From an optimization exercise on the open Yosys and OpenROAD flow, aimed at small area; shortcuts taken in it are not production practice.
The RTL was checked by simulation tests, not by an equivalence proof against the original design.
Power figures rest on the tool's default switching activity, not on a simulated workload.

== harbor ==
Design rv_top, start of the top module:
module rv_top (
    input  logic        clk,
    input  logic        reset,
    output logic        wb_cyc,
    output logic        wb_stb,
    output logic        wb_we,
    output logic [31:0] wb_adr,
    output logic [31:0] wb_dat_w,
    output logic [3:0]  wb_sel,
    input  logic [31:0] wb_dat_r,
    input  logic        wb_ack,
    output logic        halted
);
    localparam logic [2:0] S_INIT  = 3'd0;   
    localparam logic [2:0] S_FETCH = 3'd1;   
    localparam logic [2:0] S_WAIT1 = 3'd2;   
    localparam logic [2:0] S_EX1   = 3'd3;   
    localparam logic [2:0] S_MEM   = 3'd4;   
    localparam logic [2:0] S_WAIT2 = 3'd5;   
    localparam logic [2:0] S_EX2   = 3'd6;   
    localparam logic [2:0] S_HALT  = 3'd7;
    logic [2:0]  state;
    logic [3:0]  cnt;
    always_ff @(posedge clk or posedge reset) begin
        if (reset) cnt <= 4'd0;
        else       cnt <= cnt + 4'd1;
    end
    wire cnt0  = (cnt == 4'd0);
    wire cnt15 = (cnt == 4'd15);
    wire in_fetch  = (state == S_FETCH);
    wire in_mem    = (state == S_MEM);
    wire fetch_ack = in_fetch & wb_ack;
    wire mem_ack   = in_mem & wb_ack;
    wire r1   = (state == S_EX1);
    wire r2   = (state == S_EX2) | (mem_ack & cnt0);
    wire init = (state == S_INIT);
    logic [31:2] ir;
    wire  [31:2] inst = ir;
    always_ff @(posedge clk)
        if (fetch_ack) ir <= wb_dat_r[31:2];
    wire [4:0] opc = inst[6:2];
    wire [2:0] f3  = inst[14:12];
    wire [4:0] rd  = inst[11:7];
    wire [4:0] rs1 = inst[19:15];
    wire [4:0] rs2 = inst[24:20];
    wire is_load   = ~opc[4] & ~opc[3] & ~opc[2];
    wire is_store  = ~opc[4] &  opc[3] & ~opc[2];
    wire is_ldst   = ~opc[4] & ~opc[2];
    wire is_alu    = ~opc[4] &  opc[2] & ~opc[0];
    wire is_op     = is_alu & opc[3];
    wire is_upper  = ~opc[4] &  opc[2] &  opc[0];
    wire is_lui    = is_upper & opc[3];
    wire is_auipc  = is_upper & ~opc[3];
    wire is_branch =  opc[4] & ~opc[2] & ~opc[0];
    wire is_jump   =  opc[4] &  opc[0];
    wire is_jal    =  opc[1];
    wire is_sys    =  opc[4] &  opc[2];
    wire is_shift  = is_alu & (f3[1:0] == 2'b01);
    wire is_slt    = is_alu & (f3[2:1] == 2'b01);
    logic [31:0] imm;
    always_comb begin
        if (is_upper)       imm = {inst[31:12], 12'd0};
  ...
Size: roughly 110 I/O pins.
export LEC_CHECK = 0
export CAP_MARGIN = 20
export CORE_MARGIN = 2
export CORE_UTILIZATION = 40
export CTS_CLUSTER_DIAMETER = 100
export CTS_CLUSTER_SIZE = 24
export GPL_ROUTABILITY_DRIVEN = 0
export GPL_TIMING_DRIVEN = 0
export SLEW_MARGIN = 20
create_clock -name core_clock -period 14.0 [get_ports {clk}]
standard.sh (not shown) runs the stock make flow with config.mk's settings and CLKGATE_MAP_FILE= SYNTH_SCRIPT=/design/flow/synth_recipe.tcl, a recipe that flattens the netlist after the stock synthesis.
==> flow/flow/run.sh <==
#!/bin/bash
# The standard layout (standard.sh) with two settings changed through the
# environment: clock tree synthesis without dummy loads, and the smallest
# buffer on each port. Each tool's output goes to the ORFS logs; make's output
# goes to standard.log here.
export CTS_ARGS="-sink_clustering_enable -repair_clock_nets -dont_use_dummy_load -sink_clustering_size 18 -sink_clustering_max_diameter 60 -buf_list sky130_fd_sc_hd__clkbuf_8"
export BUFFER_PORTS_ARGS="-buffer_cell sky130_fd_sc_hd__buf_1"
bash standard.sh > standard.log 2>&1
What indigo does differently from harbor at the input level:
- a deleted GPL_ROUTABILITY_DRIVEN that had been 0
- a deleted GPL_TIMING_DRIVEN that had been 0
==> comparison <==
Worst setup slack after placement: indigo vs harbor up 0.84 ns. Compared with harbor, indigo ends up with a smaller final cell area. The tightest hold margin number comes out lower for harbor vs indigo.
Edits applied to the flow inputs when going from indigo to willow:
- setting GPL_TIMING_DRIVEN to 0 for the first time
## What came out
Delta (willow minus indigo): final non-filler cell area up 180 um^2, total combinational power climbed about 10%, number of buffers created by CTS has increased, number of placed cells counting well taps now sits higher, largest net degree at the start of global routing has decreased.

rv_top again, from the RTL that the note above started with.
Settings: LEC_CHECK=0, CAP_MARGIN=20, CORE_MARGIN=2, CORE_UTILIZATION=40, CTS_CLUSTER_DIAMETER=100, CTS_CLUSTER_SIZE=24, SLEW_MARGIN=20; clock period 14.0 ns.
==> flow/flow/run.sh <==
#!/bin/bash
# The standard layout (standard.sh) with two settings changed through the
# environment: clock tree synthesis without dummy loads, and the smallest
# buffer on each port. Each tool's output goes to the ORFS logs; make's output
# goes to standard.log here.
export CTS_ARGS="-sink_clustering_enable -repair_clock_nets -dont_use_dummy_load -sink_clustering_size 16 -sink_clustering_max_diameter 60 -buf_list sky130_fd_sc_hd__clkbuf_8"
export BUFFER_PORTS_ARGS="-buffer_cell sky130_fd_sc_hd__buf_1"
bash standard.sh > standard.log 2>&1
Edit:
==> flow/flow/run.sh (replaced) <==
#!/bin/bash
# The standard layout (standard.sh) with two settings changed through the
# environment: clock tree synthesis without dummy loads, and the smallest
# buffer on each port. Each tool's output goes to the ORFS logs; make's output
# goes to standard.log here.
export CTS_ARGS="-sink_clustering_enable -repair_clock_nets -dont_use_dummy_load -sink_clustering_size 20 -sink_clustering_max_diameter 50 -buf_list sky130_fd_sc_hd__clkbuf_8"
export BUFFER_PORTS_ARGS="-buffer_cell sky130_fd_sc_hd__buf_1"
bash standard.sh > standard.log 2>&1
CORE_UTILIZATION = 60   (was 40)
PLACE_DENSITY = 0.75   (was unset)
After rerunning: The changed run finished with timing, DRC and antenna clean. Power went down by 1.4%. Combinational power stays flat. Worst setup slack improves by 0.098 ns. Die area went down by about 33%. Global-route usage went up by 6.9 points. Sequential share of layout area went up by 1.3 points. Register-to-register slack degrades by 0.07 ns. Cell count went down by about 12%. Hold slack degrades by 0.052 ns. Clock-buffer cell count went down by 7.
Edit:
==> flow/flow/run.sh (replaced) <==
#!/bin/bash
# The standard layout (standard.sh) with two settings changed through the
# environment: clock tree synthesis without dummy loads, and the smallest
# buffer on each port. Each tool's output goes to the ORFS logs; make's output
# goes to standard.log here.
export CTS_ARGS="-sink_clustering_enable -repair_clock_nets -dont_use_dummy_load -sink_clustering_size 18 -sink_clustering_max_diameter 60 -buf_list sky130_fd_sc_hd__clkbuf_8"
export BUFFER_PORTS_ARGS="-buffer_cell sky130_fd_sc_hd__buf_1"
bash standard.sh > standard.log 2>&1
CORE_UTILIZATION = 55   (was 60)
PLACE_DENSITY = unset   (was 0.75)
The new run completed with no timing, DRC or antenna violations.
Setup slack gains 0.027 ns.
Clock-buffer cell count does not change.
Wire length increases slightly.
Clock skew drops by 0.0032 ns.
Area after synthesis stays the same.
Non-clock buffer count goes up by 5.
Edit:
ABC_AREA = 1   (was unset)
CORE_UTILIZATION = 40   (was 55)
Result: The changed run completed with no timing, DRC or antenna violations. Critical path depth goes up by 9. Count of clock-buffer cells in the layout came out higher by 4. Setup slack got worse by 0.39 ns. Wire length climbs by about 10%. Final cell count rises by 28%. Design area rises by 2.4%. Clock skew drops by 0.011 ns. Global-route usage drops by 4.2 points.

Starting RTL as in the previous note.
==> flow/design.v (excerpt) <==
module rv_top (
    input  logic        clk,
    input  logic        reset,
    output logic        wb_cyc,
    output logic        wb_stb,
    output logic        wb_we,
    output logic [31:0] wb_adr,
    output logic [31:0] wb_dat_w,
    output logic [3:0]  wb_sel,
    input  logic [31:0] wb_dat_r,
    input  logic        wb_ack,
    output logic        halted
);
    localparam logic [2:0] S_INIT  = 3'd0;   
    localparam logic [2:0] S_FETCH = 3'd1;   
    localparam logic [2:0] S_WAIT1 = 3'd2;   
    localparam logic [2:0] S_EX1   = 3'd3;   
    localparam logic [2:0] S_MEM   = 3'd4;   
    localparam logic [2:0] S_WAIT2 = 3'd5;   
    localparam logic [2:0] S_EX2   = 3'd6;   
    localparam logic [2:0] S_HALT  = 3'd7;
    logic [2:0]  state;
    logic [3:0]  cnt;
    always_ff @(posedge clk or posedge reset) begin
        if (reset) cnt <= 4'd0;
        else       cnt <= cnt + 4'd1;
    end
    wire cnt0  = (cnt == 4'd0);
    wire cnt15 = (cnt == 4'd15);
    wire in_fetch  = (state == S_FETCH);
    wire in_mem    = (state == S_MEM);
    wire fetch_ack = in_fetch & wb_ack;
    wire mem_ack   = in_mem & wb_ack;
    wire r1   = (state == S_EX1);
    wire r2   = (state == S_EX2) | (mem_ack & cnt0);
    wire init = (state == S_INIT);
    logic [31:2] ir;
    wire  [31:2] inst = ir;
    always_ff @(posedge clk)
  ...
Settings: LEC_CHECK=0, CAP_MARGIN=20, CORE_MARGIN=2, CORE_UTILIZATION=40, CTS_CLUSTER_DIAMETER=100, CTS_CLUSTER_SIZE=24, SLEW_MARGIN=20; clock period 14.0 ns.
==> flow/flow/run.sh <==
#!/bin/bash
# The standard layout (standard.sh) with two settings changed through the
# environment: clock tree synthesis without dummy loads, and the smallest
# buffer on each port. Each tool's output goes to the ORFS logs; make's output
# goes to standard.log here.
export CTS_ARGS="-sink_clustering_enable -repair_clock_nets -dont_use_dummy_load -sink_clustering_size 24 -sink_clustering_max_diameter 100"
export BUFFER_PORTS_ARGS="-buffer_cell sky130_fd_sc_hd__buf_1"
bash standard.sh > standard.log 2>&1
Rerun with:
==> flow/flow/run.sh (replaced) <==
#!/bin/bash
# The standard layout (standard.sh) with two settings changed through the
# environment: clock tree synthesis without dummy loads, and the smallest
# buffer on each port. Each tool's output goes to the ORFS logs; make's output
# goes to standard.log here.
export CTS_ARGS="-sink_clustering_enable -repair_clock_nets -dont_use_dummy_load -sink_clustering_size 18 -sink_clustering_max_diameter 60 -buf_list sky130_fd_sc_hd__clkbuf_8"
export BUFFER_PORTS_ARGS="-buffer_cell sky130_fd_sc_hd__buf_1"
bash standard.sh > standard.log 2>&1
--- a/flow/config.mk
+++ b/flow/config.mk
@@ -6,8 +6,8 @@
 export NUM_CORES = 4
 export LEC_CHECK = 0
-export CAP_MARGIN = 20
+export CAP_MARGIN = 5
 export CORE_MARGIN = 2
 export CORE_UTILIZATION = 40
 export CTS_CLUSTER_DIAMETER = 100
 export CTS_CLUSTER_SIZE = 24
-export SLEW_MARGIN = 20
+export SLEW_MARGIN = 5
- total power drops by a few percent
- via count climbs slightly
- clock power drops by roughly a tenth
- wire length drops slightly
- synthesized area stays the same
- sequential power barely changes
- core utilization drops by 0.39 points
- design area drops slightly
- cell count climbs slightly
- synthesized cell count stays the same
- combinational power stays flat
Rerun with:
==> flow/flow/run.sh (replaced) <==
#!/bin/bash
# The standard layout (standard.sh) with two settings changed through the
# environment: clock tree synthesis without dummy loads, and the smallest
# buffer on each port. Each tool's output goes to the ORFS logs; make's output
# goes to standard.log here.
export CTS_ARGS="-sink_clustering_enable -repair_clock_nets -dont_use_dummy_load -sink_clustering_size 22 -sink_clustering_max_diameter 40 -buf_list sky130_fd_sc_hd__clkbuf_8"
export BUFFER_PORTS_ARGS="-buffer_cell sky130_fd_sc_hd__buf_1"
bash standard.sh > standard.log 2>&1
--- a/flow/config.mk
+++ b/flow/config.mk
@@ -6,8 +6,8 @@
 export NUM_CORES = 4
 export LEC_CHECK = 0
-export CAP_MARGIN = 5
+export CAP_MARGIN = 20
 export CORE_MARGIN = 2
 export CORE_UTILIZATION = 40
 export CTS_CLUSTER_DIAMETER = 100
 export CTS_CLUSTER_SIZE = 24
-export SLEW_MARGIN = 5
+export SLEW_MARGIN = 20
What happened: The new run ran to the end with no violations; non-clock buffer count stays the same; wire length is about the same; combinational power barely changes; final area is higher slightly.
Rerun with:
==> flow/flow/run.sh (replaced) <==
#!/bin/bash
# The standard layout (standard.sh) with two settings changed through the
# environment: clock tree synthesis without dummy loads, and the smallest
# buffer on each port. Each tool's output goes to the ORFS logs; make's output
# goes to standard.log here.
export CTS_ARGS="-sink_clustering_enable -repair_clock_nets -dont_use_dummy_load -sink_clustering_size 16 -sink_clustering_max_diameter 60 -buf_list sky130_fd_sc_hd__clkbuf_8"
export BUFFER_PORTS_ARGS="-buffer_cell sky130_fd_sc_hd__buf_1"
bash standard.sh > standard.log 2>&1
--- a/flow/config.mk
+++ b/flow/config.mk
@@ -8,5 +8,5 @@
 export CAP_MARGIN = 20
 export CORE_MARGIN = 2
-export CORE_UTILIZATION = 40
+export CORE_UTILIZATION = 60
 export CTS_CLUSTER_DIAMETER = 100
 export CTS_CLUSTER_SIZE = 24
Effect:
- maximum frequency fell by 4.2%
- via count fell by 0.46%
- routed wire length fell by 1.1%
- flip-flop and latch count does not change
- total power fell by 2.3%
- final cell count fell by 12%
- worst hold slack gets better by 54 ps
- global-route usage rose by 7.0 points
Rerun with:
==> flow/flow/run.sh (replaced) <==
#!/bin/bash
# The standard layout (standard.sh) with two settings changed through the
# environment: clock tree synthesis without dummy loads, and the smallest
# buffer on each port. Each tool's output goes to the ORFS logs; make's output
# goes to standard.log here.
export CTS_ARGS="-sink_clustering_enable -repair_clock_nets -dont_use_dummy_load -sink_clustering_size 24 -sink_clustering_max_diameter 50 -buf_list {sky130_fd_sc_hd__clkbuf_8 sky130_fd_sc_hd__clkbuf_16}"
export BUFFER_PORTS_ARGS="-buffer_cell sky130_fd_sc_hd__buf_1"
bash standard.sh > standard.log 2>&1
--- a/flow/config.mk
+++ b/flow/config.mk
@@ -8,5 +8,5 @@
 export CAP_MARGIN = 20
 export CORE_MARGIN = 2
-export CORE_UTILIZATION = 60
+export CORE_UTILIZATION = 40
 export CTS_CLUSTER_DIAMETER = 100
 export CTS_CLUSTER_SIZE = 24
Final area climbs by a few percent.
Critical path depth went up by 1.
Hold slack loses 25 ps.
Synthesized area is unchanged.
Flip-flop and latch count does not change.
Fmax grows by a few percent.
Final cell count went up by roughly a tenth.
Global-route usage shrinks by 7.0 points.
Rerun with:
==> flow/flow/run.sh (replaced) <==
#!/bin/bash
# The standard layout (standard.sh) with two settings changed through the
# environment: clock tree synthesis without dummy loads, and the smallest
# buffer on each port. Each tool's output goes to the ORFS logs; make's output
# goes to standard.log here.
export CTS_ARGS="-sink_clustering_enable -repair_clock_nets -dont_use_dummy_load -sink_clustering_size 20 -sink_clustering_max_diameter 60 -buf_list sky130_fd_sc_hd__clkbuf_8"
export BUFFER_PORTS_ARGS="-buffer_cell sky130_fd_sc_hd__buf_1"
bash standard.sh > standard.log 2>&1
What happened:
- via count falls by 0.61%
- global-route usage is about the same
- power falls by 9.5%
- synthesized area is unchanged
- final area falls by 2.5%

## afterwards: timing with drivers on the ports
Ports are ideal in the flow. The routed layouts listed here were re-timed in OpenROAD. Step 1: set_driving_cell puts a clkbuf_16 on clk and a buf_2 on each other input, an assumption about the parent block. Step 2 times the ports against the registers' clock, not the clock port: input delays grow and output delays shrink by t, the midpoint of the rising clock arrivals with the driver on. a / b / c = no drivers / after step 1 / after step 2; a / b = the first two.
| run | t (ns) | setup slack, ns | clock arrival spread, ns | worst register clock-pin slew, ns | cell pins on the clock port's net |
|---|---|---|---|---|---|
| harbor | 0.703 | 6.701 / 6.725 / 6.023 | 0.085 / 0.085 | 0.10 / 0.10 | 1 |
| indigo | 0.715 | 7.445 / 7.476 / 6.761 | 0.093 / 0.092 | 0.11 / 0.11 | 1 |
| willow | 0.706 | 6.748 / 6.755 / 6.050 | 0.097 / 0.097 | 0.11 / 0.11 | 1 |
| the first run of note 2 | 0.728 | 7.425 / 7.455 / 6.727 | 0.091 / 0.090 | 0.10 / 0.10 | 1 |
| the second run of note 2 | 0.700 | 7.524 / 7.552 / 6.853 | 0.114 / 0.113 | 0.11 / 0.11 | 1 |
| the third run of note 2 | 0.689 | 7.550 / 7.582 / 6.893 | 0.109 / 0.109 | 0.11 / 0.11 | 1 |
| the fourth run of note 2 | 0.714 | 7.163 / 7.191 / 6.478 | 0.095 / 0.095 | 0.11 / 0.11 | 1 |
| the first run of note 3 | 0.657 | 7.373 / 7.410 / 6.753 | 0.076 / 0.076 | 0.10 / 0.10 | 1 |
| the second run of note 3 | 0.715 | 7.445 / 7.476 / 6.761 | 0.093 / 0.092 | 0.11 / 0.11 | 1 |
| the third run of note 3 | 0.723 | 7.436 / 7.468 / 6.745 | 0.124 / 0.124 | 0.12 / 0.12 | 1 |
| the fourth run of note 3 | 0.698 | 7.147 / 7.178 / 6.480 | 0.078 / 0.078 | 0.10 / 0.10 | 1 |
| the fifth run of note 3 | 0.648 | 7.373 / 7.407 / 6.759 | 0.103 / 0.102 | 0.09 / 0.09 | 1 |
| the sixth run of note 3 | 0.712 | 7.434 / 7.467 / 6.755 | 0.094 / 0.094 | 0.12 / 0.12 | 1 |
After both steps every run listed still meets setup and hold.
